Source: an optimization exercise on an open RTL-to-GDS flow (aim: small area, a short achievable clock period and few clock cycles per item). Production flows keep margins and buffers that such runs may drop.
Only simulation tests tie the RTL to the original design; equivalence was not proved.
Power figures rest on the tool's default switching activity, not on a simulated workload.

**flow/constraint.sdc**
```tcl
create_clock -name core_clock -period 7.0 [get_ports {clock}]
set_input_delay 1.4000 -clock core_clock [delete_from_list [all_inputs] [get_ports {clock}]]
set_output_delay 1.4000 -clock core_clock [all_outputs]
set_load 0.01 [all_outputs]
```
**flow/design.v**
```verilog
package rcg_pkg;
   localparam int DEF_MAX_WIDTH  = 256;
   localparam int DEF_MAX_HEIGHT = 4096;
   localparam int CSR_WIDTH      = 11;
   localparam logic [CSR_WIDTH-1:0] WIDTH_RESET = 11'd1024;
   localparam int PIX_W  = 8;
   localparam int GRAD_W = 9;
   localparam int ROW_W  = 12;
   localparam int COL_W  = 10;
   localparam int MAG_W  = 13;
   localparam int SQ_W   = 17;
endpackage
module rcg_sumsq (
   input  logic [7:0]  a,
   input  logic [7:0]  b,
   output logic [16:0] r0,
   output logic [16:0] r1,
   output logic [16:0] r2
);
   logic t1, t2, t3, t4, t5, t6, t7, t8, t9, t10, t11, t12;
   logic t13, t14, t15, t16, t17, t18, t19, t20, t21, t22, t23, t24;
   logic t25, t26, t27, t28, t29, t30, t31, t32, t33, t34, t35, t36;
   logic t37, t38, t39, t40, t41, t42, t43, t44, t45, t46, t47, t48;
   logic t49, t50, t51, t52, t53, t54, t55, t56, t57, t58, t59, t60;
   logic t61, t62, t63, t64, t65, t66, t67, t68, t69, t70, t71, t72;
   logic t73, t74;
   assign t1 = (a[0] & a[7]) ^ (a[1] & a[6]);
   assign t2 = (a[0] & a[7]) & (a[1] & a[6]);
   assign t3 = (a[0] & a[5]) ^ (a[1] & a[4]) ^ (a[2] & a[3]);
   assign t4 = ((a[0] & a[5]) & (a[1] & a[4])) | ((a[0] & a[5]) & (a[2] & a[3])) | ((a[1] & a[4]) & (a[2] & a[3]));
   assign t5 = (a[0] & a[6]) ^ (a[1] & a[5]);
   assign t6 = (a[0] & a[6]) & (a[1] & a[5]);
   assign t7 = t1 ^ (a[2] & a[5]) ^ (a[3] & a[4]);
   assign t8 = (t1 & (a[2] & a[5])) | (t1 & (a[3] & a[4])) | ((a[2] & a[5]) & (a[3] & a[4]));
   assign t9 = a[4] ^ (b[0] & b[7]) ^ (b[1] & b[6]);
   assign t10 = (a[4] & (b[0] & b[7])) | (a[4] & (b[1] & b[6])) | ((b[0] & b[7]) & (b[1] & b[6]));
   assign t11 = t2 ^ (a[1] & a[7]) ^ (a[2] & a[6]);
   assign t12 = (t2 & (a[1] & a[7])) | (t2 & (a[2] & a[6])) | ((a[1] & a[7]) & (a[2] & a[6]));
   assign t13 = (a[3] & a[5]) ^ (b[1] & b[7]);
   assign t14 = (a[3] & a[5]) & (b[1] & b[7]);
   assign t15 = (a[2] & a[7]) ^ (a[3] & a[6]) ^ (a[4] & a[5]);
   assign t16 = ((a[2] & a[7]) & (a[3] & a[6])) | ((a[2] & a[7]) & (a[4] & a[5])) | ((a[3] & a[6]) & (a[4] & a[5]));
   assign t17 = a[5] ^ (b[2] & b[7]) ^ (b[3] & b[6]);
   assign t18 = (a[5] & (b[2] & b[7])) | (a[5] & (b[3] & b[6])) | ((b[2] & b[7]) & (b[3] & b[6]));
   assign t19 = (a[0] & a[3]) ^ (a[1] & a[2]) ^ a[2];
   assign t20 = ((a[0] & a[3]) & (a[1] & a[2])) | ((a[0] & a[3]) & a[2]) | ((a[1] & a[2]) & a[2]);
   assign t21 = (a[0] & a[4]) ^ (a[1] & a[3]);
   assign t22 = (a[0] & a[4]) & (a[1] & a[3]);
   assign t23 = t3 ^ a[3] ^ (b[0] & b[5]);
   assign t24 = (t3 & a[3]) | (t3 & (b[0] & b[5])) | (a[3] & (b[0] & b[5]));
   assign t25 = (b[1] & b[4]) ^ (b[2] & b[3]);
   assign t26 = (b[1] & b[4]) & (b[2] & b[3]);
   assign t27 = t4 ^ t5 ^ (a[2] & a[4]);
   assign t28 = (t4 & t5) | (t4 & (a[2] & a[4])) | (t5 & (a[2] & a[4]));
   assign t29 = (b[0] & b[6]) ^ (b[1] & b[5]) ^ (b[2] & b[4]);
   assign t30 = ((b[0] & b[6]) & (b[1] & b[5])) | ((b[0] & b[6]) & (b[2] & b[4])) | ((b[1] & b[5]) & (b[2] & b[4]));
   assign t31 = t6 ^ t7 ^ t9;
   assign t32 = (t6 & t7) | (t6 & t9) | (t7 & t9);
   assign t33 = (b[2] & b[5]) ^ (b[3] & b[4]) ^ b[4];
   assign t34 = ((b[2] & b[5]) & (b[3] & b[4])) | ((b[2] & b[5]) & b[4]) | ((b[3] & b[4]) & b[4]);
   assign t35 = t8 ^ t10 ^ t11;
   assign t36 = (t8 & t10) | (t8 & t11) | (t10 & t11);
   assign t37 = t13 ^ (b[2] & b[6]) ^ (b[3] & b[5]);
   assign t38 = (t13 & (b[2] & b[6])) | (t13 & (b[3] & b[5])) | ((b[2] & b[6]) & (b[3] & b[5]));
   assign t39 = t12 ^ t14 ^ t15;
   assign t40 = (t12 & t14) | (t12 & t15) | (t14 & t15);
   assign t41 = t17 ^ (b[4] & b[5]) ^ b[5];
   assign t42 = (t17 & (b[4] & b[5])) | (t17 & b[5]) | ((b[4] & b[5]) & b[5]);
   assign t43 = t16 ^ t18 ^ (a[3] & a[7]);
   assign t44 = (t16 & t18) | (t16 & (a[3] & a[7])) | (t18 & (a[3] & a[7]));
   assign t45 = (a[4] & a[6]) ^ (b[3] & b[7]) ^ (b[4] & b[6]);
   assign t46 = ((a[4] & a[6]) & (b[3] & b[7])) | ((a[4] & a[6]) & (b[4] & b[6])) | ((b[3] & b[7]) & (b[4] & b[6]));
   assign t47 = (a[4] & a[7]) ^ (a[5] & a[6]) ^ a[6];
   assign t48 = ((a[4] & a[7]) & (a[5] & a[6])) | ((a[4] & a[7]) & a[6]) | ((a[5] & a[6]) & a[6]);
   assign t49 = (b[4] & b[7]) ^ (b[5] & b[6]) ^ b[6];
   assign t50 = ((b[4] & b[7]) & (b[5] & b[6])) | ((b[4] & b[7]) & b[6]) | ((b[5] & b[6]) & b[6]);
   assign t51 = (a[0] & a[1]) ^ a[1];
   assign t52 = (a[0] & a[1]) & a[1];
   assign t53 = t19 ^ (b[0] & b[3]);
   assign t54 = t19 & (b[0] & b[3]);
   assign t55 = t20 ^ t21 ^ (b[0] & b[4]);
   assign t56 = (t20 & t21) | (t20 & (b[0] & b[4])) | (t21 & (b[0] & b[4]));
   assign t57 = t22 ^ t23 ^ t25;
   assign t58 = (t22 & t23) | (t22 & t25) | (t23 & t25);
   assign t59 = t24 ^ t26 ^ t27;
   assign t60 = (t24 & t26) | (t24 & t27) | (t26 & t27);
   assign t61 = t28 ^ t30 ^ t31;
   assign t62 = (t28 & t30) | (t28 & t31) | (t30 & t31);
   assign t63 = t32 ^ t34 ^ t35;
   assign t64 = (t32 & t34) | (t32 & t35) | (t34 & t35);
   assign t65 = t36 ^ t38 ^ t39;
   assign t66 = (t36 & t38) | (t36 & t39) | (t38 & t39);
   assign t67 = t40 ^ t42 ^ t43;
   assign t68 = (t40 & t42) | (t40 & t43) | (t42 & t43);
   assign t69 = t44 ^ t46 ^ t47;
   assign t70 = (t44 & t46) | (t44 & t47) | (t46 & t47);
   assign t71 = t48 ^ t50 ^ (a[5] & a[7]);
   assign t72 = (t48 & t50) | (t48 & (a[5] & a[7])) | (t50 & (a[5] & a[7]));
   assign t73 = (a[6] & a[7]) ^ a[7] ^ (b[6] & b[7]);
   assign t74 = ((a[6] & a[7]) & a[7]) | ((a[6] & a[7]) & (b[6] & b[7])) | (a[7] & (b[6] & b[7]));
   assign r0 = {1'b0, t74, t72, t70, t68, t66, t64, t62, t60, t58, t56, t54, t53, t52, t51, 1'b0, a[0]};
   assign r1 = {1'b0, 1'b0, t73, t71, t69, t67, t65, t63, t61, t59, t57, t55, (b[1] & b[2]), (a[0] & a[2]), (b[0] & b[1]), 1'b0, b[0]};
   assign r2 = {1'b0, 1'b0, b[7], (b[5] & b[7]), t49, t45, t41, t37, t33, t29, b[3], (b[1] & b[3]), b[2], (b[0] & b[2]), b[1], 1'b0, 1'b0};
endmodule
module rcg_sqrt_step
#(
   parameter int J = 1
)(
   input  logic [J-1:0]              rem_in,
   input  logic [(J > 1 ? J-1 : 1)-1:0] root_in,
   input  logic [1:0]                pair,
   output logic [J:0]                rem_out,
   output logic [J-1:0]              root_out
);
   logic [J+1:0] r2, tr;
   logic [J+2:0] d;
   logic         ge;
   assign r2 = {rem_in, pair};
   if (J == 1) begin : g_first
      assign tr       = (J+2)'(1);
      assign root_out = ge;
   end else begin : g_next
      assign tr       = {1'b0, root_in, 2'b01};
      assign root_out = {root_in, ge};
   end
   assign d       = {1'b0, r2} - {1'b0, tr};
   assign ge      = ~d[J+2];
   assign rem_out = ge ? d[J:0] : r2[J:0];
endmodule
import rcg_pkg::*;
module roberts_cross_gradient
#(
   parameter int MAX_WIDTH  = rcg_pkg::DEF_MAX_WIDTH,
   parameter int MAX_HEIGHT = rcg_pkg::DEF_MAX_HEIGHT
)(
   input  logic                     clock,
   input  logic                     reset,
   input  logic                     csr_wr_en,
   input  logic [rcg_pkg::CSR_WIDTH-1:0]     csr_wr_data,
   input  logic                     req_valid,
   output logic                     req_ready,
   input  logic [rcg_pkg::PIX_W-1:0]         req_pixel,
   input  logic                     req_start_of_frame,
   output logic                     rsp_valid,
   input  logic                     rsp_ready,
   output logic [rcg_pkg::ROW_W-1:0]         rsp_out_row,
   output logic [rcg_pkg::COL_W-1:0]         rsp_out_col,
   output logic signed [rcg_pkg::GRAD_W-1:0] rsp_diag_grad,
   output logic signed [rcg_pkg::GRAD_W-1:0] rsp_anti_grad,
   output logic [rcg_pkg::MAG_W-1:0]         rsp_magnitude,
   output logic                     rsp_last
);
   localparam int CW = $clog2(MAX_WIDTH);       
   localparam int RW = $clog2(MAX_HEIGHT);      
   localparam logic [13:0] CUT = 14'b11_1111_1111_1100;
   localparam int NST = 15;   
   logic adv;    
   logic            rdy_ff, sk_v, sk_sof;
   logic [7:0]      sk_p;
   logic            a_v, a_z, a_c0;
   logic [7:0]      a_p;
   logic [CW-1:0]   a_col;
   logic            origin;
   logic [CW:0]     ncol;          
   logic [CW:0]     weff;          
   logic            acc, a_free, src_v, src_sof, ent_z, wrap;
   logic [7:0]      src_p;
   logic [CW-1:0]   ent_col;
   logic [CW:0]     wr_clamp;
   assign req_ready = rdy_ff;
   assign acc     = req_valid & rdy_ff;
   assign a_free  = ~a_v | adv;
   assign src_v   = sk_v | acc;
   assign src_p   = sk_v ? sk_p : req_pixel;
   assign src_sof = sk_v ? sk_sof : req_start_of_frame;
   assign wrap    = ncol >= weff;
   assign ent_z   = src_sof | origin;
   assign ent_col = (ent_z | wrap) ? '0 : ncol[CW-1:0];
   always_comb begin
      if (csr_wr_data < CSR_WIDTH'(2))              wr_clamp = (CW+1)'(2);
      else if (csr_wr_data > CSR_WIDTH'(MAX_WIDTH)) wr_clamp = (CW+1)'(MAX_WIDTH);
      else                                          wr_clamp = csr_wr_data[CW:0];
   end
   always_ff @(posedge clock) begin
      if (reset) begin
         rdy_ff <= 1'b1;
         sk_v   <= 1'b0;
         a_v    <= 1'b0;
         origin <= 1'b1;
         ncol   <= '0;
         weff   <= (CW+1)'(MAX_WIDTH);
      end else begin
         if (csr_wr_en) weff <= wr_clamp;
         if (a_free) begin
            a_v    <= src_v;
            sk_v   <= 1'b0;
            rdy_ff <= 1'b1;
            if (src_v) begin
               origin <= 1'b0;
               ncol   <= (ent_z | wrap) ? (CW+1)'(1) : ncol + (CW+1)'(1);
            end
         end else if (acc) begin
            sk_v   <= 1'b1;
            rdy_ff <= 1'b0;
         end
      end
   end
   always_ff @(posedge clock) begin
      if (~a_free & acc) begin
         sk_p   <= req_pixel;
         sk_sof <= req_start_of_frame;
      end
      if (a_free) begin
         a_p   <= src_p;
         a_z   <= ent_z;
         a_col <= ent_col;
         a_c0  <= (ent_col == '0);
      end
   end
   logic [7:0]      line_mem [MAX_WIDTH];
   logic            b_v, b_z, b_c0;
   logic [7:0]      b_p;
   logic [7:0]      b_pq [4];
   logic [15:0]     b_lq [4];
   logic [3:0]      b_g;
   logic [7:0]      grp [16];
   logic [7:0]      b_rq [4];
   always_comb begin
      for (int g = 0; g < 16; g++) begin
         grp[g] = '0;
         for (int k = 0; k < 16; k++) grp[g] |= line_mem[16*g+k] & {8{b_lq[g/4][k]}};
      end
      for (int q = 0; q < 4; q++) begin
         b_rq[q] = '0;
         for (int g = 4*q; g < 4*q+4; g++) b_rq[q] |= grp[g] & {8{b_g[g%4]}};
      end
      b_p = b_pq[0] | b_pq[1] | b_pq[2] | b_pq[3];
   end
   always_ff @(posedge clock) begin
      if (reset) begin
         b_v <= 1'b0;
         b_g <= '0;
      end else if (adv) begin
         b_v <= a_v;
         b_g <= a_v ? 4'(1) << a_col[5:4] : '0;
      end
   end
   always_ff @(posedge clock) begin
      if (adv) begin
         for (int q = 0; q < 4; q++) begin
            b_pq[q] <= (a_col[7:6] == 2'(q)) ? a_p : '0;
            b_lq[q] <= (a_col[7:6] == 2'(q)) ? 16'(1) << a_col[3:0] : '0;
         end
         b_z  <= a_z;
         b_c0 <= a_c0;
      end
      for (int i = 0; i < MAX_WIDTH; i++)
         if (adv & b_g[(i/16)%4] & b_lq[i/64][i%16]) line_mem[i] <= b_pq[i/64];
   end
   logic            c_v, c_z, c_c0;
   logic [7:0]      c_p, c_u, lp, ulp;
   logic [7:0]      c_uq [4];
   assign c_u = c_uq[0] | c_uq[1] | c_uq[2] | c_uq[3];
   always_ff @(posedge clock) begin
      if (reset) c_v <= 1'b0;
      else if (adv) c_v <= b_v;
   end
   always_ff @(posedge clock) begin
      if (adv) begin
         c_p  <= b_p;
         for (int q = 0; q < 4; q++) c_uq[q] <= b_rq[q];
         c_z  <= b_z;
         c_c0 <= b_c0;
      end
      if (adv & c_v) begin
         lp  <= c_p;
         ulp <= c_u;
      end
   end
   logic                     p_v  [NST];
   logic                     p_z  [NST];
   logic                     p_c0 [NST];
   logic signed [GRAD_W-1:0] p_x  [NST];
   logic signed [GRAD_W-1:0] p_y  [NST];
   logic [7:0]               d_ax, d_ay;
   logic [16:0]              sq_r0, sq_r1, sq_r2, e_r0, e_r1, e_r2;
   logic [SQ_W-1:0]          e_s;
   rcg_sumsq u_sumsq (
      .a  (d_ax),
      .b  (d_ay),
      .r0 (sq_r0),
      .r1 (sq_r1),
      .r2 (sq_r2)
   );
   always_ff @(posedge clock) begin
      if (reset) begin
         for (int k = 0; k < NST; k++) p_v[k] <= 1'b0;
      end else if (adv) begin
         p_v[0] <= c_v;
         for (int k = 1; k < NST; k++) p_v[k] <= p_v[k-1];
      end
   end
   always_ff @(posedge clock) begin
      if (adv) begin
         p_z[0]  <= c_z;
         p_c0[0] <= c_c0;
         p_x[0]  <= $signed({1'b0, ulp}) - $signed({1'b0, c_p});
         p_y[0]  <= $signed({1'b0, c_u}) - $signed({1'b0, lp});
         for (int k = 1; k < NST; k++) begin
            p_z[k]  <= p_z[k-1];
            p_c0[k] <= p_c0[k-1];
            p_x[k]  <= p_x[k-1];
            p_y[k]  <= p_y[k-1];
         end
         d_ax <= (ulp >= c_p) ? ulp - c_p : c_p - ulp;
         d_ay <= (c_u >= lp) ? c_u - lp : lp - c_u;
         e_r0 <= sq_r0;
         e_r1 <= sq_r1;
         e_r2 <= sq_r2;
         e_s  <= SQ_W'(e_r0 + e_r1 + e_r2);
      end
   end
   logic [15:0] rem_c  [15];
   logic [13:0] root_c [15];
   logic [15:0] rem_q  [15];
   logic [13:0] root_q [15];
   logic [SQ_W-1:0] s_q [15];
   logic [SQ_W-1:0] s_at [15];    
   assign rem_c[0]  = '0;
   assign root_c[0] = '0;
   assign s_at[0]   = e_s;
   for (genvar j = 1; j <= 14; j++) begin : g_step
      logic [15:0] rin;
      logic [13:0] oin;
      logic [SQ_W-1:0] sin;
      logic [1:0]  pair;
      logic [j:0]  rout;
      logic [j-1:0] oout;
      if (j > 1 && CUT[j-2]) begin : g_reg
         assign rin = rem_q[j-1];
         assign oin = root_q[j-1];
         assign sin = s_q[j-1];
      end else begin : g_comb
         assign rin = rem_c[j-1];
         assign oin = root_c[j-1];
         assign sin = s_at[j-1];
      end
      assign s_at[j] = sin;
      if (14 - j >= 5) begin : g_pair
         localparam int LO = 2 * (14 - j - 5);
         if (LO + 1 < SQ_W) begin : g_two
            assign pair = sin[LO+1:LO];
         end else begin : g_one
            assign pair = {1'b0, sin[LO]};
         end
      end else begin : g_zero
         assign pair = 2'b00;
      end
      rcg_sqrt_step #(.J(j)) u_step (
         .rem_in   (rin[j-1:0]),
         .root_in  (oin[(j > 1 ? j-1 : 1)-1:0]),
         .pair     (pair),
         .rem_out  (rout),
         .root_out (oout)
      );
      assign rem_c[j]  = 16'(rout);
      assign root_c[j] = 14'(oout);
      if (CUT[j-1]) begin : g_cut
         always_ff @(posedge clock) begin
            if (adv) begin
               rem_q[j]  <= rem_c[j];
               root_q[j] <= root_c[j];
               s_q[j]    <= sin;
            end
         end
      end
   end
   localparam int LS = NST - 1;
   logic [RW-1:0]   rr;
   logic [CW-1:0]   rc;
   logic [RW-1:0]   pos_r, rr_inc;
   logic [CW-1:0]   pos_c;
   logic            l_v, r1, c1, has_res;
   logic [12:0]     mag;
   assign l_v     = p_v[LS];
   assign rr_inc  = (rr == RW'(MAX_HEIGHT - 1)) ? rr : rr + RW'(1);
   assign pos_r   = p_z[LS] ? '0 : p_c0[LS] ? rr_inc : rr;
   assign pos_c   = (p_z[LS] | p_c0[LS]) ? '0 : rc + CW'(1);
   assign r1      = ~p_z[LS] & (p_c0[LS] ? (rr == '0) : (rr == RW'(1)));
   assign c1      = ~p_z[LS] & ~p_c0[LS] & (rc == '0);
   assign has_res = ~p_z[LS] & ~p_c0[LS] & (rr != '0);
   assign mag     = 13'((15'(root_q[14]) + 15'(1)) >> 1);
   always_ff @(posedge clock) begin
      if (adv & l_v) begin
         rr <= pos_r;
         rc <= pos_c;
      end
   end
   logic            o_v, o_last, o_c1;
   logic [1:0]      o_kind;
   logic [RW-1:0]   o_row;
   logic [CW-1:0]   o_col;
   logic signed [GRAD_W-1:0] o_diag, o_anti;
   logic [12:0]     o_mag;
   logic            o_en, o_more, o_take, l_res, adv_ff;
   logic            k_v, f_last, f_c1, k_last, k_c1;
   logic [1:0]      f_kind, k_kind;
   logic [RW-1:0]   f_row, k_row;
   logic [CW-1:0]   f_col, k_col;
   logic signed [GRAD_W-1:0] f_diag, f_anti, k_diag, k_anti;
   logic [12:0]     k_mag;
   assign adv    = adv_ff;
   assign l_res  = adv & l_v & has_res;
   assign o_more = o_v & ~o_last;
   assign o_en   = ~o_v | rsp_ready;
   assign o_take = o_en & ~o_more;           
   always_comb begin
      f_c1  = c1;
      f_row = r1 ? '0 : pos_r;
      f_col = c1 ? '0 : pos_c;
      if (r1) begin
         f_kind = c1 ? 2'd0 : 2'd1;
         f_diag = c1 ? -p_x[LS] : -p_y[LS];
         f_anti = c1 ? -p_y[LS] : -p_x[LS];
         f_last = 1'b0;
      end else begin
         f_kind = c1 ? 2'd2 : 2'd3;
         f_diag = c1 ? p_y[LS] : p_x[LS];
         f_anti = c1 ? p_x[LS] : p_y[LS];
         f_last = ~c1;
      end
   end
   always_ff @(posedge clock) begin
      if (reset) begin
         o_v    <= 1'b0;
         k_v    <= 1'b0;
         adv_ff <= 1'b1;
      end else begin
         if (o_en) o_v <= o_more | k_v | l_res;
         if (k_v) begin
            k_v    <= ~o_take;
            adv_ff <= o_take;
         end else begin
            k_v    <= l_res & ~o_take;
            adv_ff <= ~(l_res & ~o_take);
         end
      end
   end
   always_ff @(posedge clock) begin
      if (~k_v & l_res & ~o_take) begin
         k_kind <= f_kind;
         k_c1   <= f_c1;
         k_row  <= f_row;
         k_col  <= f_col;
         k_diag <= f_diag;
         k_anti <= f_anti;
         k_mag  <= mag;
         k_last <= f_last;
      end
   end
   always_ff @(posedge clock) begin
      if (o_en) begin
         if (o_more) begin
            unique case (o_kind)
               2'd0: begin    
                  o_kind <= 2'd1;
                  o_col  <= CW'(1);
                  o_diag <= o_anti;
                  o_anti <= o_diag;
                  o_last <= 1'b0;
               end
               2'd1: begin    
                  o_kind <= o_c1 ? 2'd2 : 2'd3;
                  o_row  <= RW'(1);
                  if (o_c1) o_col <= '0;
                  o_diag <= o_c1 ? -o_diag : -o_anti;
                  o_anti <= o_c1 ? -o_anti : -o_diag;
                  o_last <= ~o_c1;
               end
               default: begin    
                  o_kind <= 2'd3;
                  o_col  <= CW'(1);
                  o_diag <= o_anti;
                  o_anti <= o_diag;
                  o_last <= 1'b1;
               end
            endcase
         end else if (k_v) begin
            o_kind <= k_kind;
            o_c1   <= k_c1;
            o_row  <= k_row;
            o_col  <= k_col;
            o_diag <= k_diag;
            o_anti <= k_anti;
            o_mag  <= k_mag;
            o_last <= k_last;
         end else begin
            o_kind <= f_kind;
            o_c1   <= f_c1;
            o_row  <= f_row;
            o_col  <= f_col;
            o_diag <= f_diag;
            o_anti <= f_anti;
            o_mag  <= mag;
            o_last <= f_last;
         end
      end
   end
   assign rsp_valid     = o_v;
   assign rsp_out_row   = o_row;
   assign rsp_out_col   = COL_W'(o_col);
   assign rsp_diag_grad = o_diag;
   assign rsp_anti_grad = o_anti;
   assign rsp_magnitude = o_mag;
   assign rsp_last      = o_last;
endmodule
```
**flow/config.mk**
```make
export PLATFORM = sky130hd
export DESIGN_NAME = roberts_cross_gradient
export DESIGN_NICKNAME = roberts_cross_gradient
export VERILOG_FILES = /design/flow/design.v
export SDC_FILE = /design/flow/constraint.sdc
export NUM_CORES = 4
export LEC_CHECK = 0
export CAP_MARGIN = 20
export CORE_MARGIN = 2
export CORE_UTILIZATION = 60
export CTS_BUF_LIST = sky130_fd_sc_hd__clkbuf_4
export SETUP_SLACK_MARGIN = 4.0
export SLEW_MARGIN = 20
```
**flow/run.sh**
```bash
#!/bin/bash
# synth_recipe.tcl (not shown) runs the flow's synth.tcl, then flattens the netlist and writes it again
# the make line also repeats each setting of config.mk as NAME=value (left out here)
make -C /OpenROAD-flow-scripts/flow DESIGN_CONFIG=/design/flow/config.mk WORK_HOME=/design/flow/orfs CLKGATE_MAP_FILE= SYNTH_SCRIPT=/design/flow/synth_recipe.tcl finish
```
==> run summary, run 1 <==
* CTS root buf: clkbuf_4
* Initial Util at 0.602
* Vias in the first global route at 67.3k
* Largest net degree at the start of global routing at 150
* Port Buffers at 78
* GP Congestion at 0.832
* Synthesized instance count at 6967
* Clk buf depth at 4
* Remaining antenna violation count after routing at 0
* Period minus WS final at 3.45 ns
* Seq pwr share at 0.531
* Setup slack at placement at 3.33 ns
* Post-synthesis xor/xnor area fraction at 0.0103
* Initial antenna violation count at 7
* CP Launch Type: register
* Slowest stage cell, crit path: edfxtp_1
* Sw Share at 0.242
* Io pins at 81
* Peak VDD IR at 0.000247 V
* P_int at 31000 uW
* Lkg Pwr at 0.0490 uW
* Final net count at 7808
* Mapped Area at 117000 um2
* Largest family of logic cells by synthesized area: compound AO/OA/AOI/OAI gates
* Synth Area in Compound Gates at 0.102
* Setup TNS at 0 ns
* 1st-iter DRT viols at 7162
* Final WL at 283000 um
* Slew Limit Fails at 0
* CORE AREA at 194000 um2
* Number of synthesized flops with an enable pin at 2971
* # hold bufs at CTS at 0
* Post-synth ARST share at 0
* Die X at 445 um
* Hold Path Class: reg2reg
* Slew margin rel. at 0.222
* Post-synthesis sequential area ratio at 0.771
* Achievable Freq at 290 MHz
* CP max stage delay at 0.46 ns
* DR WL/cell at 26.6 um
* Row count at 162
* DR DRC count at 0
* Filler cell count at 13.6k
* Simple-gate portion of the synthesized area at 0.0582
* Cell family with most CP delay: flip-flops
* Register area at 90200 um2
* Worst-path cell chain: buf_2
* Synth Register Bits at 3017
* Fin crit share at 0.493
* Final setup fails at 0
* Maxcap violations at 0
* Final Total Pwr at 40900 uW
* Area growth syn-to-layout at 11.2%
* Clock latency on the worst-skew pair at 1.42 ns
* Worst slew pin tran at 1.17 ns
* Crit path DAT at 2.05 ns
* Die Y at 445 um
* First-pass GRT wire length at 422000 um
* Run status: finished clean
* WS Path Type: reg2out
* Worst Path Required at 5.60 ns
* Clock share of power at 0.349
* Adder-Cell Fraction of Synth Area at 0.0263
* Fin area at 130000 um2
* H-tree Lvls at 6
* Num CTS Buffers at 757
* Commonest register cell after synthesis: edfxtp_1
* CTS tree: done
* Share of layout cells above drive strength 1 at 0.187
* CP endpoint kind: primary output
* Synth cell types at 78
* Clock sinks at 3017
* Commonest cells after routing, fill and taps aside: edfxtp_1, clkbuf_4, a22oi_1, a221oi_1, a22o_1
* Hpwl dp at 161000 um
* Post-DP Area at 120000 um2
* Most common cell after layout, fill and taps aside: edfxtp_1
* Fin util at 0.669
* Post-route setup slack at 3.55 ns
* RSZ-0062 raised after global routing: yes
* Reg clk slew, reported paths at 0.06 ns
* Mean post-synth cell area at 16.8 um2
* Multi-input logic area at 24600 um2
* Vias per cell at 6.32
* Mux share of post-synthesis cell area at 0.0112
* Initial DRT Pass Iterations at 7
* Die Area at 198000 um2
* Synth warn at 18
* Via Count at 67.3k
* Power share of the combinational group at 0.120
* CP bufs+invs at 1
* Final Hold Fails at 0
* Gr ovfl total at 0
* Overall routing resource usage at 0.285
* Setup Skew at 0.0874 ns
* Crit path max fanout at 1
* Pwr dens at 315 nW/um2
* Switching Power at 9910 uW
## cell families after synthesis
family,after synthesis
flip-flops,3017
AO/OA/AOI/OAI,1562
AND/OR/NAND/NOR,1266
buffers and inverters,644
adder cells (fa/ha/maj),218
XOR/XNOR,137
multiplexers,122
other,1
## power groups by stage
stage / combinational (uW) / clock (uW) / sequential (uW)
after detailed placement: 4790 / 0 / 22100
after floorplan: 3770 / 0 / 21900
after CTS: 4840 / 14600 / 21700
after global routing: 5630 / 15600 / 21800
after global placement: 4640 / 0 / 22100
final: 4900 / 14300 / 21700
## final timing paths
path / from / end / slack, ns / depth (start not counted)
setup / recovery: o_mag[2] / rsp_magnitude[2] / 3.55 / 1
hold / removal: g_step[4].sin[9] / g_step[5].sin[9] / 0.40 / 0
setup reg to reg: c_uq[1][0] / d_ay[6] / 3.94 / 12
hold reg to reg: g_step[4].sin[9] / g_step[5].sin[9] / 0.40 / 0
## state kept, by name, summed over array words and instances, names as in the netlist, 17 cells and up
register	count
line_mem	2048
p_x	133
p_y	133
root_q	102
rem_q	95
b_lq	64
g_step.sin	40
b_pq	32
c_uq	32
e_s	17
## area by class of cell
class,count,area share
clock buffer,1116,0.0645
timing repair buffer,248,0.0146
antenna,11,0.000212
clock inverter,169,0.00664
tap,2542,0.0245
sequential,3017,0.694
multi-input combinational,3309,0.189
inverter,232,0.00676
## what timing repair did
action / CTS / global route
gates cloned: 1 / 1
gates resized for setup: 249 / 31
endpoints found under the hold margin: 0 / 0
buffers inserted: 27 / 19
setup endpoints to repair: 505 / 104
pin swaps: 9 / 20
## metrics by stage
stage,instances,hold WS (ns)
global route,10600,0.395
floorplan,6968,0.400
global placement,9299,0.400
finish,10600,0.398
CTS,10600,0.383
detailed placement,9299,0.405
## synthesized netlist by cell type, types with 144 or more instances
cell type | number | area (um2)
o21ai_0 | 163 | 816
and3_1 | 279 | 1750
inv_1 | 231 | 867
ha_1 | 172 | 2150
nand2_1 | 144 | 541
nor2_1 | 249 | 935
a22oi_1 | 357 | 2680
edfxtp_1 | 2971 | 89200
nand3_1 | 180 | 901
a22o_1 | 353 | 3090
clkbuf_1 | 373 | 1400
a221oi_1 | 357 | 3130
## layer usage
metal | vias up | part of all wire | wire [um] | global-route usage
met5 | - | 0.000046 | 13 | 0
met4 | 2 | 0.027 | 7770 | 0.0951
met3 | 468 | 0.084 | 23800 | 0.0570
met2 | 3234 | 0.47 | 134000 | 0.447
met1 | 33900 | 0.41 | 117000 | 0.405
li1 | 29700 | - | - | -
Testbench counts, summed over its fixed seeds: cycles 20,259, items 17,628.
==> run 2: changes to the inputs <==
--- a/flow/config.mk
+++ b/flow/config.mk
@@ -7,7 +7,6 @@
 export LEC_CHECK = 0
 export CAP_MARGIN = 20
 export CORE_MARGIN = 2
-export CORE_UTILIZATION = 60
-export CTS_BUF_LIST = sky130_fd_sc_hd__clkbuf_4
+export CORE_UTILIZATION = 70
 export SETUP_SLACK_MARGIN = 4.0
 export SLEW_MARGIN = 20
==> run 2 against run 1 <==
First-iteration DRC count is 27% higher. Global-route usage grew 3.6 points. Sequential power is essentially flat. Die area shrank 14%. Flip-flop and latch count stayed put. Critical endpoint is now rsp_magnitude[3]. Still clean on timing, DRC and antenna. Fmax rose by 15%. Final area decreased by 0.19%. Core utilization rose by 12 points. Critical path type unchanged. Non-clock buffer count decreased by 2.
==> run summary, run 2 <==
* Slew margin rel. at 0.317
* Min Hold Slack at 0.394 ns
* Post-synth ARST share at 0
* H-tree Lvls at 5
* Synth Register Bits at 3017
* WS Path Type: reg2out
* CP max stage delay at 0.50 ns
* Commonest register cell after synthesis: edfxtp_1
* Hold Path Class: reg2reg
* CP endpoint kind: primary output
* FF-to-FF setup slack at 4.02 ns
* Initial DRT Pass Iterations at 8
* RSZ-0062 raised after global routing: yes
* Setup TNS at 0 ns
* Die Y at 413 um
* Largest register by flop count: line_mem
* DR DRC count at 0
* Via Count at 65.7k
* Final net count at 7354
* Reg clk slew, reported paths at 0.06 ns
* Initial Util at 0.707
* Maxcap violations at 0
* Run status: finished clean
* Post-synth top area share at 0.763
* Remaining antenna violation count after routing at 0
* Fin crit share at 0.428
* Setup Skew at 0.0432 ns
* Crit path max fanout at 1
* Pwr dens at 328 nW/um2
* Worst Hold End: p_x[8][4]
* CTS root buf: clkbuf_16
* Mapped Area at 117000 um2
* Achievable Freq at 334 MHz
* Number of synthesized flops with an enable pin at 2971
* Port Buffers at 78
* First-pass GRT wire length at 405000 um
* Gr ovfl total at 0
* FF-to-FF path depth at 6
* Largest cells by area after synthesis: edfxtp_1, a221oi_1, a22o_1
* Vias in the first global route at 63.4k
* Final setup fails at 0
* Die Area at 170000 um2
* Post-DP Area at 120000 um2
* Clk buf depth at 4
* Area growth syn-to-layout at 11.0%
* Slew Limit Fails at 0
* Most numerous cell in the Yosys netlist: edfxtp_1
* Largest regs: line_mem: 2048 flops, p_x: 133 flops, p_y: 133 flops
* CORE AREA at 165000 um2
* Commonest cells after routing, fill and taps aside: edfxtp_1, a22oi_1, a221oi_1, a22o_1, clkbuf_16
* Vias per cell at 6.91
* Worst hold path cell count at 0
* Clock sinks at 3017
* Io pins at 81
* Overall routing resource usage at 0.321
* Clock latency on the worst-skew pair at 0.94 ns
* Peak VDD IR at 0.000348 V
* Hold_sp: p_x[7][4]
* 1st-iter DRT viols at 9089
* Final WL at 271000 um
* Share of layout cells above drive strength 1 at 0.0991
* Num CTS Buffers at 305
* Die X at 413 um
* Synth warn at 18
* Post-synthesis sequential area ratio at 0.771
* Initial antenna violation count at 7
* Reg-to-reg critical path endpoint: c_uq[1][0]
* Worst Path Required at 5.60 ns
* Commonest cells in the netlist: edfxtp_1, clkbuf_1, a221oi_1, a22oi_1, a22o_1
* Max reg flops at 2048
* Lkg Pwr at 0.0480 uW
* Largest net degree at the start of global routing at 171
* Fin area at 130000 um2
* Synth cell types at 78
* GP Congestion at 0.866
* Hpwl dp at 155000 um
* CTS tree: done
* Crit path DAT at 1.60 ns
* Period minus WS final at 3.00 ns
* Cell family with most CP delay: flip-flops
* Most common cell after layout, fill and taps aside: edfxtp_1
* Worst slew pin tran at 1.02 ns
* Worst-path cell chain: buf_2
* DR WL/cell at 28.6 um
* Slowest stage cell, crit path: edfxtp_1
* Mean post-synth cell area at 16.8 um2
* Post-synth top area cell: edfxtp_1
* Row count at 149
* CP bufs+invs at 1
* Synthesized instance count at 6967
* Final Hold Fails at 0
* CP Launch Type: register
* Reg-to-reg startpoint: b_lq[1][14]
## run 2: cell count changes in the layout (fill, tap and decap cells not counted), moves of 11 or more
| cell | before | now |
|---|---|---|
| clkbuf_16 | 0 | 310 |
| clkinv_1 | 130 | 57 |
| clkbuf_1 | 0 | 63 |
| clkbuf_4 | 1116 | 0 |
| inv_2 | 13 | 1 |
| clkinv_2 | 13 | 42 |
| bufinv_16 | 7 | 28 |
| buf_2 | 51 | 21 |
| and3_2 | 0 | 11 |
| clkdlybuf4s15_1 | 0 | 22 |
| and3_1 | 279 | 268 |
## run 2: cell type report
cell class / count / area [um2]
Antenna cell: 1 / 2.50
Clock buffer: 375 / 8020
Clock inverter: 135 / 1340
Fill cell: 8865 / 35700
Inverter: 232 / 878
Multi-Input combinational cell: 3309 / 24500
Sequential cell: 3017 / 90200
Tap cell: 2189 / 2740
Timing Repair Buffer: 246 / 2030
## run 2: power breakdown
| part | switching, uW | internal (uW) |
|---|---|---|
| combinational | 2740 | 2350 |
| clock | 6460 | 9120 |
| sequential | 626 | 21200 |
## run 2: logic make-up after synthesis
family | Yosys count | synth area share
AO/OA/AOI/OAI | 1562 | 0.102
XOR/XNOR | 137 | 0.0103
adder cells (fa/ha/maj) | 218 | 0.0263
buffers and inverters | 644 | 0.0209
flip-flops | 3017 | 0.771
multiplexers | 122 | 0.0112
other | 1 | 0.0000321
AND/OR/NAND/NOR | 1266 | 0.0582
## run 2: worst max-delay path by stage
stage,cells past startpoint,from,to
floorplan,4,adv_ff,k_anti[0]
global placement,7,csr_wr_data[2],weff[0]
detailed placement,7,req_start_of_frame,ncol[5]
CTS,7,c_uq[1][4],d_ay[7]
global route,13,c_uq[3][0],d_ay[2]
finish,1,o_mag[3],rsp_magnitude[3]
## run 2: stage by stage
step | worst slack [ns] | util | cells | power [uW]
after CTS | 3.94 | 0.783 | 9485 | 42600
after detailed placement | 3.37 | 0.725 | 8941 | 27100
after floorplan | -1.02 | - | 6968 | 25700
final | 4.00 | 0.784 | 9504 | 42500
after global placement | 3.37 | 0.725 | 8941 | 27000
after global routing | 3.88 | 0.784 | 9503 | 44100
## run 2: what timing repair did
action                     CTS  global route
hold endpoints to repair     0             0
cloned                       2             0
pin swaps                   11            14
gates resized for setup    174            38
setup endpoints to repair  290          1113
hold buffers                 0             0
setup buffers               32            18
## run 2: routing by layer
metal  track usage  up-vias  part of all wire
met5             0        -          0.000092
met4        0.0933        4             0.027
met1         0.481    32800              0.39
li1              -    28200                 -
met3        0.0706      530              0.12
met2         0.484     4145              0.46
==> run 3: changes to the inputs <==
--- a/flow/config.mk
+++ b/flow/config.mk
@@ -7,6 +7,6 @@
 export LEC_CHECK = 0
 export CAP_MARGIN = 20
 export CORE_MARGIN = 2
-export CORE_UTILIZATION = 70
-export SETUP_SLACK_MARGIN = 4.0
+export CORE_UTILIZATION = 60
+export SETUP_SLACK_MARGIN = 4.3
 export SLEW_MARGIN = 20
==> run 3 against run 2 <==
Synthesized cell count unchanged. Clock power increased by 3%. Flip-flop and latch count unchanged. Via count decreased by 0.82%. Global-route usage decreased by 3.8 points. Wire length increased by 3.8%. First-iteration DRC count decreased by 16%. Core utilization decreased by 11 points. Final cell count increased by 4.7%. Die area increased by 16%. Worst setup slack got worse by 0.029 ns.
==> run summary, run 3 <==
* Final WL at 282000 um
* Setup Skew at 0.0568 ns
* Clock latency on the worst-skew pair at 0.94 ns
* Synth Area in Compound Gates at 0.102
* Final Hold Fails at 0
* Overall routing resource usage at 0.283
* Port Buffers at 78
* Commonest cells in the netlist: edfxtp_1, clkbuf_1, a221oi_1, a22oi_1, a22o_1
* Largest regs: line_mem: 2048 flops, p_x: 133 flops, p_y: 133 flops
* Post-synthesis sequential area ratio at 0.771
* Switching Power at 9820 uW
* Period minus WS final at 3.03 ns
* Worst slew pin tran at 1.12 ns
* CP endpoint kind: register
* Setup slack at placement at 3.33 ns
* Post-synth ARST share at 0
* FF-to-FF setup slack at 3.97 ns
* H-tree Lvls at 5
* CORE AREA at 194000 um2
* Initial antenna violation count at 5
* Maxcap violations at 0
* Most numerous cell in the Yosys netlist: edfxtp_1
* Fin crit share at 0.432
* Die X at 445 um
* Number of synthesized flops with an enable pin at 2971
* Post-route setup slack at 3.97 ns
* Reg-to-reg startpoint: c_uq[1][0]
* Commonest register cell after synthesis: edfxtp_1
* Synthesized instance count at 6967
* Mux share of post-synthesis cell area at 0.0112
* Sw Share at 0.229
* 1st-iter DRT viols at 7666
* Hold Path Class: reg2reg
* Final setup fails at 0
* P_int at 33100 uW
* Worst Path Required at 7.65 ns
* Most common cell after layout, fill and taps aside: edfxtp_1
* Achievable Freq at 331 MHz
* Vias per cell at 6.55
* Simple-gate portion of the synthesized area at 0.0582
* Worst hold path cell count at 0
* Largest register by flop count: line_mem
* CTS tree: done
* Initial Util at 0.602
* Commonest cells after routing, fill and taps aside: edfxtp_1, a22o_1, a22oi_1, a221oi_1, clkbuf_16
* Hpwl dp at 161000 um
* Slew margin rel. at 0.254
* Filler cell count at 13.1k
* Min Hold Slack at 0.393 ns
* Die Y at 445 um
* Row count at 162
* Seq pwr share at 0.506
* Via Count at 65.2k
* DR DRC count at 0
* First-pass GRT wire length at 417000 um
* Final net count at 7426
* WS Path Type: reg2reg
* Power share of the combinational group at 0.122
* Reg clk slew, reported paths at 0.06 ns
* Largest cells by area after synthesis: edfxtp_1, a221oi_1, a22o_1
* Mean post-synth cell area at 16.8 um2
* Post-synthesis xor/xnor area fraction at 0.0103
* Run status: finished clean
* Clock sinks at 3017
* Io pins at 81
* FF-to-FF path depth at 12
* CTS root buf: clkbuf_16
* Lkg Pwr at 0.0486 uW
* GP Congestion at 0.832
* Hold_sp: g_step[4].sin[9]
* Largest family of logic cells by synthesized area: compound AO/OA/AOI/OAI gates
* Synth cell types at 78
* Area growth syn-to-layout at 12.4%
* Initial DRT Pass Iterations at 7
* Setup TNS at 0 ns
* Adder-Cell Fraction of Synth Area at 0.0263
* Worst Hold End: g_step[5].sin[9]
* DR WL/cell at 28.3 um
* CP Launch Type: register
* RSZ-0062 raised after global routing: yes
* Slew Limit Fails at 0
* Remaining antenna violation count after routing at 0
* Peak VDD IR at 0.000200 V
* Synth warn at 18
* Num CTS Buffers at 315
* Crit path max fanout at 4
* Post-synth top area cell: edfxtp_1
* Clock share of power at 0.372
* # hold bufs at CTS at 0
* Final Total Pwr at 42900 uW
* Gr ovfl total at 0
* Post-synth top area share at 0.763
* Crit path DAT at 3.68 ns
* Mapped Area at 117000 um2
* Share of layout cells above drive strength 1 at 0.122
* Reg-to-reg critical path endpoint: d_ay[6]
* Synth Register Bits at 3017
* Pwr dens at 327 nW/um2
* Vias in the first global route at 63.7k
* Clk buf depth at 4
* Max reg flops at 2048
* Largest net degree at the start of global routing at 150
* Die Area at 198000 um2
## run 3: cell counts after synthesis
No cell type changed its count.
## run 3: how the worst max path moves through the flow
stage                             from  depth (start not counted)  slack (ns)                to
floorplan                       adv_ff                          4       -1.02         k_anti[0]
global placement    req_start_of_frame                          7        3.32           ncol[5]
detailed placement  req_start_of_frame                          7        3.33           ncol[5]
CTS                           o_mag[3]                          1        3.96  rsp_magnitude[3]
global route                c_uq[1][0]                         12        3.91           d_ay[6]
finish                      c_uq[1][0]                         12        3.97           d_ay[6]
## run 3: layout make-up
cell class	count	area, um2	share of cell area
Clock inverter	137	1320	0.0100
Sequential cell	3017	90200	0.686
Clock buffer	401	8370	0.0637
Multi-Input combinational cell	3310	25000	0.190
Inverter	232	881	0.00671
Tap cell	2542	3180	0.0242
Antenna cell	3	7.51	0.0000571
Timing Repair Buffer	307	2470	0.0188
## run 3: kinds of logic after synthesis
group,count (synthesis)
flops,3017
compound gates,1562
simple gates,1266
buf+inv,644
fa+ha+maj,218
xor+xnor,137
mux,122
other cells,1
## run 3: layer usage
layer | track usage | vias up | part of all wire
li1 | - | 28400 | -
met1 | 0.414 | 33400 | 0.42
met2 | 0.442 | 2926 | 0.47
met3 | 0.0455 | 454 | 0.081
met4 | 0.0890 | 2 | 0.029
met5 | 0 | - | 0.000046
## run 3: repair_timing
item	4_1_cts	5_1_grt
endpoints found under the hold margin	0	0
gates cloned	2	2
gates resized for setup	305	87
setup endpoints to repair	853	431
pin swaps	24	34
setup buffers	68	37
## run 3: critical path: stages (launching register included)
cell      delay (ns)
edfxtp_1        0.37
or4_4           0.57
inv_4           0.07
ha_4            0.12
inv_2           0.04
fa_2            0.36
a21o_1          0.18
a21oi_2         0.15
o21ai_1         0.09
a21oi_2         0.15
o21a_2          0.22
buf_12          0.13
mux2_4          0.29
## run 3: power groups by stage
stage,Sequential [uW],Clock [uW],Combinational (uW)
CTS,21700,16200,5020
global placement,22100,0,4640
detailed placement,22100,0,4790
finish,21700,16000,5240
global route,21800,16900,5950
floorplan,21900,0,3770
## run 3: per-stage QoR
step	instance area, um2	util	cells
after floorplan	117000	-	6968
after global placement	120000	0.620	9299
after detailed placement	120000	0.620	9299
after CTS	131000	0.673	9907
after global routing	131000	0.676	9947
final	131000	0.677	9949
==> run 4: changes to the inputs <==
--- a/flow/config.mk
+++ b/flow/config.mk
@@ -7,6 +7,8 @@
 export LEC_CHECK = 0
 export CAP_MARGIN = 20
 export CORE_MARGIN = 2
-export CORE_UTILIZATION = 60
-export SETUP_SLACK_MARGIN = 4.3
+export CORE_UTILIZATION = 70
+export CTS_CLUSTER_DIAMETER = 80
+export CTS_CLUSTER_SIZE = 25
+export SETUP_SLACK_MARGIN = 4.0
 export SLEW_MARGIN = 20
==> run 4 against run 3 <==
Still clean on timing, DRC and antenna. Global-route usage increased by 2.9 points. Synthesized area did not move. Die area is 14% lower. Clock skew fell by 0.029 ns. Combinational power fell by 3%. Flip-flop and latch count unchanged. Clock-buffer cell count is 229 lower. Critical path depth fell by 3. Worst setup slack worse by 0.036 ns. Fmax is 1.2% lower. Via count is 1.2% lower. Highest routed layer unchanged.
==> run summary, run 4 <==
* Die Area at 170000 um2
* Share of layout cells above drive strength 1 at 0.0706
* Setup TNS at 0 ns
* Peak VDD IR at 0.000368 V
* Achievable Freq at 327 MHz
* Worst slew pin tran at 1.15 ns
* Final setup fails at 0
* Largest register by flop count: line_mem
* Adder-Cell Fraction of Synth Area at 0.0263
* Largest cells by area after synthesis: edfxtp_1, a221oi_1, a22o_1
* 1st-iter DRT viols at 9010
* CP endpoint kind: register
* Most numerous cell in the Yosys netlist: edfxtp_1
* Final net count at 7191
* Vias per cell at 7.00
* Hpwl dp at 155000 um
* Via Count at 64.4k
* CTS root buf: clkbuf_16
* CORE AREA at 165000 um2
* # hold bufs at CTS at 0
* Mux share of post-synthesis cell area at 0.0112
* Setup Skew at 0.0283 ns
* Slew Limit Fails at 0
* Placed Instances at 8941
* Fin area at 125000 um2
* Post-DP Area at 120000 um2
* Seq pwr share at 0.598
* Commonest cells after routing, fill and taps aside: edfxtp_1, a22oi_1, a221oi_1, a22o_1, and3_1
* Initial antenna violation count at 6
* Num CTS Buffers at 145
* Simple-gate portion of the synthesized area at 0.0582
* Clock share of power at 0.263
* Synth Area in Compound Gates at 0.102
* DR WL/cell at 28.8 um
* Hold Path Class: reg2reg
* Initial DRT Pass Iterations at 6
* Worst Path Required at 7.57 ns
* Die Y at 413 um
* Synth Register Bits at 3017
* GP Congestion at 0.866
* Synth cell types at 78
* DR DRC count at 0
* Area growth syn-to-layout at 6.66%
* Largest regs: line_mem: 2048 flops, p_x: 133 flops, p_y: 133 flops
* Clock sinks at 3017
* RSZ-0062 raised after global routing: yes
* Lkg Pwr at 0.0456 uW
* Setup slack at placement at 3.37 ns
* Synthesized instance count at 6967
* Max reg flops at 2048
* Clk buf depth at 3
* CP Launch Type: register
* Final WL at 264000 um
* Remaining antenna violation count after routing at 0
* Pwr dens at 292 nW/um2
* Clock latency on the worst-skew pair at 0.83 ns
* Post-synth top area cell: edfxtp_1
* Mapped Area at 117000 um2
* Run status: finished clean
* Slew margin rel. at 0.231
* H-tree Lvls at 4
* P_int at 27800 uW
* Most common cell after layout, fill and taps aside: edfxtp_1
* Reg clk slew, reported paths at 0.09 ns
* Commonest cells in the netlist: edfxtp_1, clkbuf_1, a221oi_1, a22oi_1, a22o_1
* Largest family of logic cells by synthesized area: compound AO/OA/AOI/OAI gates
* Crit path max fanout at 9
* Commonest register cell after synthesis: edfxtp_1
* Mean post-synth cell area at 16.8 um2
* Post-synthesis xor/xnor area fraction at 0.0103
* Io pins at 81
* CTS tree: done
* Post-synth top area share at 0.763
* Initial Util at 0.707
* Die X at 413 um
* Gr ovfl total at 0
* Number of synthesized flops with an enable pin at 2971
* Synth warn at 18
* Final cell count without fillers at 9191
* Post-route setup slack at 3.94 ns
* WS Path Type: reg2reg
* Largest net degree at the start of global routing at 171
* Port Buffers at 78
* Switching Power at 8690 uW
* Row count at 149
* Overall routing resource usage at 0.312
* First-pass GRT wire length at 394000 um
* Post-synthesis sequential area ratio at 0.771
* Final Hold Fails at 0
* Crit path DAT at 3.64 ns
* Maxcap violations at 0
* Vias in the first global route at 61.4k
* Post-synth ARST share at 0
* Power share of the combinational group at 0.139
* Sw Share at 0.238
* Period minus WS final at 3.06 ns
* Fin crit share at 0.437
## run 4: repair_timing
item | CTS | global route
pin swaps | 8 | 16
buffers inserted | 29 | 19
setup endpoints to repair | 302 | 1214
gates cloned | 1 | 0
gates resized for setup | 93 | 37
hold endpoints to repair | 0 | 0
## run 4: logic make-up after synthesis
family | count (synthesis)
and+or+nand+nor | 1266
adders and majority gates | 218
xor gates and xnor gates | 137
buffers and inverters | 644
other | 1
muxes | 122
AOI/OAI and AO/OA | 1562
DFF | 3017
## run 4: path summary, 6_finish.rpt
path	from	end	cells past startpoint	slack (ns)
hold / removal	p_x[2][8]	p_x[3][8]	0	0.42
setup reg to reg	c_uq[1][5]	d_ay[5]	9	3.94
setup / recovery	c_uq[1][5]	d_ay[5]	9	3.94
hold reg to reg	p_x[2][8]	p_x[3][8]	0	0.42
## run 4: power groups by stage
stage / logic, uW / clock network [uW] / registers [uW]
final: 5060 / 9590 / 21800
after CTS: 5020 / 9660 / 21800
after global placement: 4780 / 0 / 22200
after detailed placement: 4930 / 0 / 22200
after floorplan: 3770 / 0 / 21900
after global routing: 5710 / 10200 / 21900
## run 4: cell type report
class	count	area, um2
well taps	2189	2740
flip-flops and latches	3017	90200
inverters	232	878
fillers	9499	40700
clock buffers	172	3950
repair buffers	244	2050
multi-input cells	3308	24500
clock inverters	28	359
diodes	1	2.50
## run 4: critical path: stages (launching register included)
cell,delay [ns]
edfxtp_1,0.65
or4_4,0.62
ha_4,0.28
a21o_1,0.16
a21oi_1,0.14
o21ai_1,0.08
a21oi_1,0.19
o21a_2,0.25
buf_12,0.14
mux2_4,0.29
## run 4: per-layer routing
metal  global-route usage  share of wire  vias up
li1                     -              -    27700
met1                0.476           0.40    32300
met2                0.475           0.46     3894
met3               0.0574           0.11      438
met4               0.0797          0.027        4
met5                    0        0.00010        -
## run 4: per-stage QoR
step / total power, uW / utilization / hold slack, ns
after floorplan: 25700 / - / 0.400
after global placement: 27000 / 0.725 / 0.400
after detailed placement: 27100 / 0.725 / 0.405
after CTS: 36500 / 0.752 / 0.421
after global routing: 37800 / 0.754 / 0.424
final: 36400 / 0.754 / 0.418
==> run 5: changes to the inputs <==
--- a/flow/config.mk
+++ b/flow/config.mk
@@ -8,7 +8,7 @@
 export CAP_MARGIN = 20
 export CORE_MARGIN = 2
 export CORE_UTILIZATION = 70
-export CTS_CLUSTER_DIAMETER = 80
-export CTS_CLUSTER_SIZE = 25
+export CTS_CLUSTER_DIAMETER = 70
+export CTS_CLUSTER_SIZE = 20
 export SETUP_SLACK_MARGIN = 4.0
 export SLEW_MARGIN = 20
==> run 5 against run 4 <==
Wire length is 0.69% higher. Clock-buffer cell count increased by 24. Sequential power about the same. Fmax is 0.92% higher. Sequential share of layout area down 0.35 points. Clock skew grew 0.0060 ns.
==> run summary, run 5 <==
* Run status: finished clean
* GR Layer Usage met1 at 0.480
* Initial DRT Pass Iterations at 8
* WS Path Type: reg2reg
* Pwr dens at 296 nW/um2
* Synth warn at 18
* Synth Register Bits at 3017
* Setup slack at placement at 3.37 ns
* Post-synth ARST share at 0
* Num CTS Buffers at 174
* Final Total Pwr at 37100 uW
* Number of synthesized flops with an enable pin at 2971
* CP Launch Type: register
* Mean post-synth cell area at 16.8 um2
* Most numerous cell in the Yosys netlist: edfxtp_1
* Hpwl dp at 155000 um
* Vias in the first global route at 61.5k
* Maxcap violations at 0
* Largest register by flop count: line_mem
* Remaining antenna violation count after routing at 0
* DR DRC count at 0
* Slew margin rel. at 0.304
* Post-route setup slack at 3.97 ns
* Initial Util at 0.707
* FF-to-FF path depth at 8
* Clock latency on the worst-skew pair at 0.85 ns
* CTS tree: done
* CORE AREA at 165000 um2
* Die X at 413 um
* Filler cell count at 9452
* Largest regs: line_mem: 2048 flops, p_x: 133 flops, p_y: 133 flops
* Commonest register cell after synthesis: edfxtp_1
* CP endpoint kind: register
* Crit path DAT at 3.62 ns
* Worst Path Required at 7.59 ns
* Final setup fails at 0
* Fin crit share at 0.433
* Clk buf depth at 3
* CTS root buf: clkbuf_16
* Gr busiest metal: met2
* Worst Hold End: p_x[8][4]
* Final WL at 266000 um
* Fin area at 125000 um2
* Commonest cells after routing, fill and taps aside: edfxtp_1, a22oi_1, a221oi_1, a22o_1, and3_1
* Largest cells by area after synthesis: edfxtp_1, a221oi_1, a22o_1
* Post-DP Area at 120000 um2
* Achievable Freq at 330 MHz
* Clock sinks at 3017
* Peak VDD IR at 0.000369 V
* Final net count at 7223
* Port Buffers at 78
* Met2 usage at 0.481
* Reg clk slew, reported paths at 0.08 ns
* Io pins at 81
* Crit path max fanout at 7
* Via Count at 64.7k
* Hold_sp: p_x[7][4]
* Most common cell after layout, fill and taps aside: edfxtp_1
* Met3 Use GR at 0.0559
* Max reg flops at 2048
* H-tree Lvls at 4
* Gr ovfl total at 0
* Mapped Area at 117000 um2
* Share of layout cells above drive strength 1 at 0.0734
* Period minus WS final at 3.03 ns
* Largest net degree at the start of global routing at 171
* Post-synth top area cell: edfxtp_1
* Die Area at 170000 um2
* # hold bufs at CTS at 0
* First-pass GRT wire length at 396000 um
* Initial antenna violation count at 5
* Worst slew pin tran at 1.04 ns
* DR WL/cell at 28.9 um
* Commonest cells in the netlist: edfxtp_1, clkbuf_1, a221oi_1, a22oi_1, a22o_1
* Synth cell types at 78
* Reg-to-reg critical path endpoint: d_ay[3]
* FF-to-FF setup slack at 3.97 ns
* Die Y at 413 um
* Vias per cell at 7.01
* Post-synthesis sequential area ratio at 0.771
* Reg-to-reg startpoint: c_uq[1][6]
* Slew Limit Fails at 0
* Setup Skew at 0.0343 ns
* 1st-iter DRT viols at 9012
* Min Hold Slack at 0.411 ns
* RSZ-0062 raised after global routing: yes
* Lkg Pwr at 0.0459 uW
* Row count at 149
* Worst hold path cell count at 0
* Post-synth top area share at 0.763
* Area growth syn-to-layout at 7.17%
* Final Hold Fails at 0
* Hold Path Class: reg2reg
* Synthesized instance count at 6967
* GP Congestion at 0.866
* Overall routing resource usage at 0.313
[run 5: routing by layer]
layer / routed length [um] / vias to the layer above
met5: 13 / -
met4: 6620 / 2
met3: 29500 / 433
met2: 124000 / 3987
met1: 106000 / 32500
li1: - / 27800
[run 5: worst max path at each step]
stage,start,endpoint,slack (ns),cells after the start
after global routing,c_uq[1][6],d_ay[3],3.86,8
after global placement,csr_wr_data[2],weff[0],3.37,7
final,c_uq[1][6],d_ay[3],3.97,8
after detailed placement,req_start_of_frame,ncol[5],3.37,7
after floorplan,adv_ff,k_anti[0],-1.02,4
after CTS,c_uq[3][0],d_ay[1],3.97,11
[run 5: metrics by stage]
stage	setup TNS, ns	cells	util
floorplan	-56.18	6968	-
global placement	0	8941	0.725
detailed placement	0	8941	0.725
CTS	0	9201	0.756
global route	0	9222	0.757
finish	0	9224	0.757
[run 5: cell type report]
class                           instances  area (um2)  share of cell area
Tap cell                             2189        2740              0.0219
Multi-Input combinational cell       3309       24500               0.196
Clock buffer                          196        4510              0.0360
Timing Repair Buffer                  246        2080              0.0166
Sequential cell                      3017       90200               0.720
Antenna cell                            2        5.00           0.0000400
Clock inverter                         33         372             0.00297
Inverter                              232         878             0.00701
[run 5: worst max-delay path, stage by stage (launching register included)]
cell      delay [ns]
edfxtp_1        0.58
or4_4           0.65
ha_1            0.42
a21oi_1         0.18
o21ai_1         0.09
a21oi_1         0.18
o21a_2          0.25
buf_12          0.13
mux2_4          0.29
[run 5: kinds of logic after synthesis]
logic type,after synthesis,share of synthesized area
compound gates,1562,0.102
other cells,1,0.0000321
flops,3017,0.771
xor+xnor,137,0.0103
fa+ha+maj,218,0.0263
buf+inv,644,0.0209
mux,122,0.0112
simple gates,1266,0.0582
[run 5: what timing repair did]
action,in CTS,in global routing
setup endpoints to repair,317,1272
resized for setup,94,31
setup buffers,29,21
hold endpoints to repair,0,0
pin swaps,10,17
gates cloned,2,0
[run 5: power breakdown]
part           switching (uW)  internal [uW]  total, uW
registers                 620          21200      21800
logic                    2730           2350       5080
clock network            5540           4700      10200
total                    8890          28200      37100
==> run 6: changes to the inputs <==
--- a/flow/config.mk
+++ b/flow/config.mk
@@ -8,7 +8,7 @@
 export CAP_MARGIN = 20
 export CORE_MARGIN = 2
 export CORE_UTILIZATION = 70
-export CTS_CLUSTER_DIAMETER = 70
-export CTS_CLUSTER_SIZE = 20
+export CTS_CLUSTER_DIAMETER = 85
+export CTS_CLUSTER_SIZE = 32
 export SETUP_SLACK_MARGIN = 4.0
 export SLEW_MARGIN = 20
==> run 6 against run 5 <==
Largest power group unchanged. Still clean. Wire length decreased by 1.2%. First-iteration DRC count is 1.4% higher. Worst setup slack improved by 0.027 ns. Fmax rose by 0.89%. Register-to-register slack better by 0.03 ns. Final cell count fell by 0.52%. Core utilization is 0.66 points lower.
==> run summary, run 6 <==
* Run status: finished clean
* CP endpoint kind: register
* Area growth syn-to-layout at 6.24%
* Die Y at 413 um
* Placed Instances at 8941
* Mapped Area at 117000 um2
* Clk buf depth at 3
* Crit path max fanout at 4
* Lkg Pwr at 0.0453 uW
* DR WL/cell at 28.7 um
* Mean post-synth cell area at 16.8 um2
* Setup TNS at 0 ns
* Clock sinks at 3017
* Row count at 149
* Post-synth ARST share at 0
* Achievable Freq at 333 MHz
* Max reg flops at 2048
* Final WL at 263000 um
* Min Hold Slack at 0.416 ns
* Synth warn at 18
* 1st-iter DRT viols at 9134
* Hold Path Class: reg2reg
* P_int at 27100 uW
* CP Launch Type: register
* Reg clk slew, reported paths at 0.12 ns
* Final net count at 7158
* Initial antenna violation count at 4
* Port Buffers at 78
* Commonest register cell after synthesis: edfxtp_1
* Remaining antenna violation count after routing at 0
* Switching Power at 8720 uW
* Most numerous cell in the Yosys netlist: edfxtp_1
* CTS tree: done
* Largest cells by area after synthesis: edfxtp_1, a221oi_1, a22o_1
* # hold bufs at CTS at 0
* CORE AREA at 165000 um2
* Fin crit share at 0.430
* H-tree Lvls at 3
* Vias per cell at 6.97
* Clock latency on the worst-skew pair at 0.81 ns
* Synth cell types at 78
* Post-synth top area share at 0.763
* Setup Skew at 0.0456 ns
* Vias in the first global route at 61.0k
* RSZ-0062 raised after global routing: yes
* First-pass GRT wire length at 392000 um
* Num CTS Buffers at 117
* Crit path DAT at 3.55 ns
* Slew Limit Fails at 0
* Synth Register Bits at 3017
* Io pins at 81
* Final setup fails at 0
* Final cell count without fillers at 9176
* Post-synthesis sequential area ratio at 0.771
* Commonest cells after routing, fill and taps aside: edfxtp_1, a22oi_1, a221oi_1, a22o_1, and3_1
* Seq pwr share at 0.609
* Hpwl dp at 155000 um
* Largest net degree at the start of global routing at 171
* Gr ovfl total at 0
* Met3 Use GR at 0.0529
* WS Path Type: reg2reg
* Sw Share at 0.244
* Largest regs: line_mem: 2048 flops, p_x: 133 flops, p_y: 133 flops
* Diodes inserted at 0
* Met2 usage at 0.473
* Worst slew pin tran at 1.03 ns
* Peak VDD IR at 0.000385 V
* Synthesized instance count at 6967
* CTS root buf: clkbuf_16
* Most common cell after layout, fill and taps aside: edfxtp_1
* DR DRC count at 0
* Filler cell count at 9572
* Final Hold Fails at 0
* Slew margin rel. at 0.310
* Clock share of power at 0.250
* Share of layout cells above drive strength 1 at 0.0666
* Die X at 413 um
* Via Count at 64.0k
* Worst Path Required at 7.54 ns
* Post-synth top area cell: edfxtp_1
* Die Area at 170000 um2
* Gr busiest metal: met1
* Initial DRT Pass Iterations at 6
* Pwr dens at 288 nW/um2
* Commonest cells in the netlist: edfxtp_1, clkbuf_1, a221oi_1, a22oi_1, a22o_1
* GP Congestion at 0.866
* Period minus WS final at 3.01 ns
* Number of synthesized flops with an enable pin at 2971
* Maxcap violations at 0
* Largest register by flop count: line_mem
* Initial Util at 0.707
* Overall routing resource usage at 0.309
* Power share of the combinational group at 0.141
* GR Layer Usage met1 at 0.476
-- run 6: cell types whose count changed in the layout (fill, tap and decap cells not counted), sizes merged, moves of 7 or more --
cell / before / now
buf: 171 / 162
clkbuf: 197 / 139
clkinv: 14 / 22
dlygate4sd2: 45 / 52
inv: 245 / 256
-- run 6: final timing paths --
path,cells past startpoint,slack [ns],startpoint,to
worst max register to register,12,3.99,c_uq[0][0],d_ay[5]
worst min-delay path,0,0.42,p_y[12][7],p_y[13][7]
worst max-delay path,12,3.99,c_uq[0][0],d_ay[5]
worst min register to register,0,0.42,p_y[12][7],p_y[13][7]
-- run 6: area by class of cell --
class | count | area (um2) | share of cell area
Timing Repair Buffer | 239 | 2030 | 0.0164
Sequential cell | 3017 | 90200 | 0.726
Clock inverter | 52 | 723 | 0.00582
Inverter | 232 | 878 | 0.00707
Multi-Input combinational cell | 3308 | 24500 | 0.197
Tap cell | 2189 | 2740 | 0.0221
Clock buffer | 139 | 3130 | 0.0252
-- run 6: metrics by stage --
stage	setup WS, ns	utilization	instance area (um2)	power, uW
after global routing	3.85	0.751	124000	37200
after floorplan	-1.02	-	117000	25700
after CTS	3.96	0.750	124000	35800
after global placement	3.37	0.725	120000	27000
after detailed placement	3.37	0.725	120000	27100
final	3.99	0.751	124000	35800
-- run 6: what timing repair did --
action / in CTS / in global routing
buffers inserted: 29 / 14
pin swaps: 8 / 15
gates resized for setup: 89 / 19
cloned: 1 / 0
setup endpoints to repair: 244 / 1260
hold endpoints to repair: 0 / 0
-- run 6: logic make-up (layout without fill, tap and decap cells) --
| family | after synthesis | in the layout | share of synthesized area |
|---|---|---|---|
| AO/OA/AOI/OAI | 1562 | 1562 | 0.102 |
| XOR/XNOR | 137 | 137 | 0.0103 |
| adder cells (fa/ha/maj) | 218 | 218 | 0.0263 |
| buffers and inverters | 644 | 662 | 0.0209 |
| flip-flops | 3017 | 3017 | 0.771 |
| multiplexers | 122 | 122 | 0.0112 |
| other | 1 | 2 | 0.0000321 |
| AND/OR/NAND/NOR | 1266 | 1267 | 0.0582 |
-- run 6: worst max-delay path, cell delays in order, from the launching register on --
cell and delay [ns]:
edfxtp_1 0.38, or4_4 0.55, inv_2 0.08, ha_4 0.13
inv_4 0.04, fa_2 0.35, a21o_1 0.17, a21oi_2 0.15
o21ai_1 0.07, a21oi_1 0.18, o21a_2 0.25, buf_12 0.14
mux2_4 0.29
-- run 6: power groups by stage --
stage	combinational, uW	clock [uW]	sequential (uW)
global placement	4780	0	22200
finish	5050	8950	21800
global route	5710	9570	21900
floorplan	3770	0	21900
CTS	5020	9010	21800
detailed placement	4930	0	22200
-- run 6: metal layers --
metal / up-vias / routed length (um)
li1: 27700 / -
met1: 32100 / 105000
met2: 3821 / 122000
met3: 376 / 29900
met4: 2 / 6130
met5: - / 13

[static timing again, ports no longer ideal]
The results above use ideal ports. As a check the final layouts listed here were re-extracted and re-timed, cells and wires unchanged. Step 1 assumes that a clkbuf_16 drives the clock port and a buf_2 every other input. Step 2 also shifts input and output timing later by t, the mid clock arrival at the registers, as if the neighbouring blocks saw the same clock. Slacks: ideal / step 1 / step 2; pairs: ideal / step 1.
run | t, ns | slack for setup (ns) | hold slack, ns | worst setup path after step 2 | slew at the worst register clock pin (ns)
run 1 | 1.472 | 3.552 / 3.469 / 3.313 | 0.398 / 0.398 / 0.398 | input to register | 0.08 / 0.08
run 2 | 1.003 | 4.003 / 3.915 / 3.301 | 0.394 / 0.394 / 0.394 | input to register | 0.07 / 0.07
run 3 | 1.008 | 3.974 / 3.923 / 3.466 | 0.393 / 0.393 / 0.393 | input to register | 0.07 / 0.07
run 4 | 0.899 | 3.939 / 3.939 / 3.332 | 0.418 / 0.418 / 0.418 | input to register | 0.10 / 0.10
run 5 | 0.918 | 3.967 / 3.955 / 3.328 | 0.411 / 0.411 / 0.411 | input to register | 0.09 / 0.09
run 6 | 0.872 | 3.993 / 3.965 / 3.344 | 0.416 / 0.416 / 0.416 | input to register | 0.12 / 0.12
After both steps setup and hold are still met in every run listed. The setup slack of run 2, which loses most, moves by -0.088 ns with the drivers and by -0.702 ns with both steps.
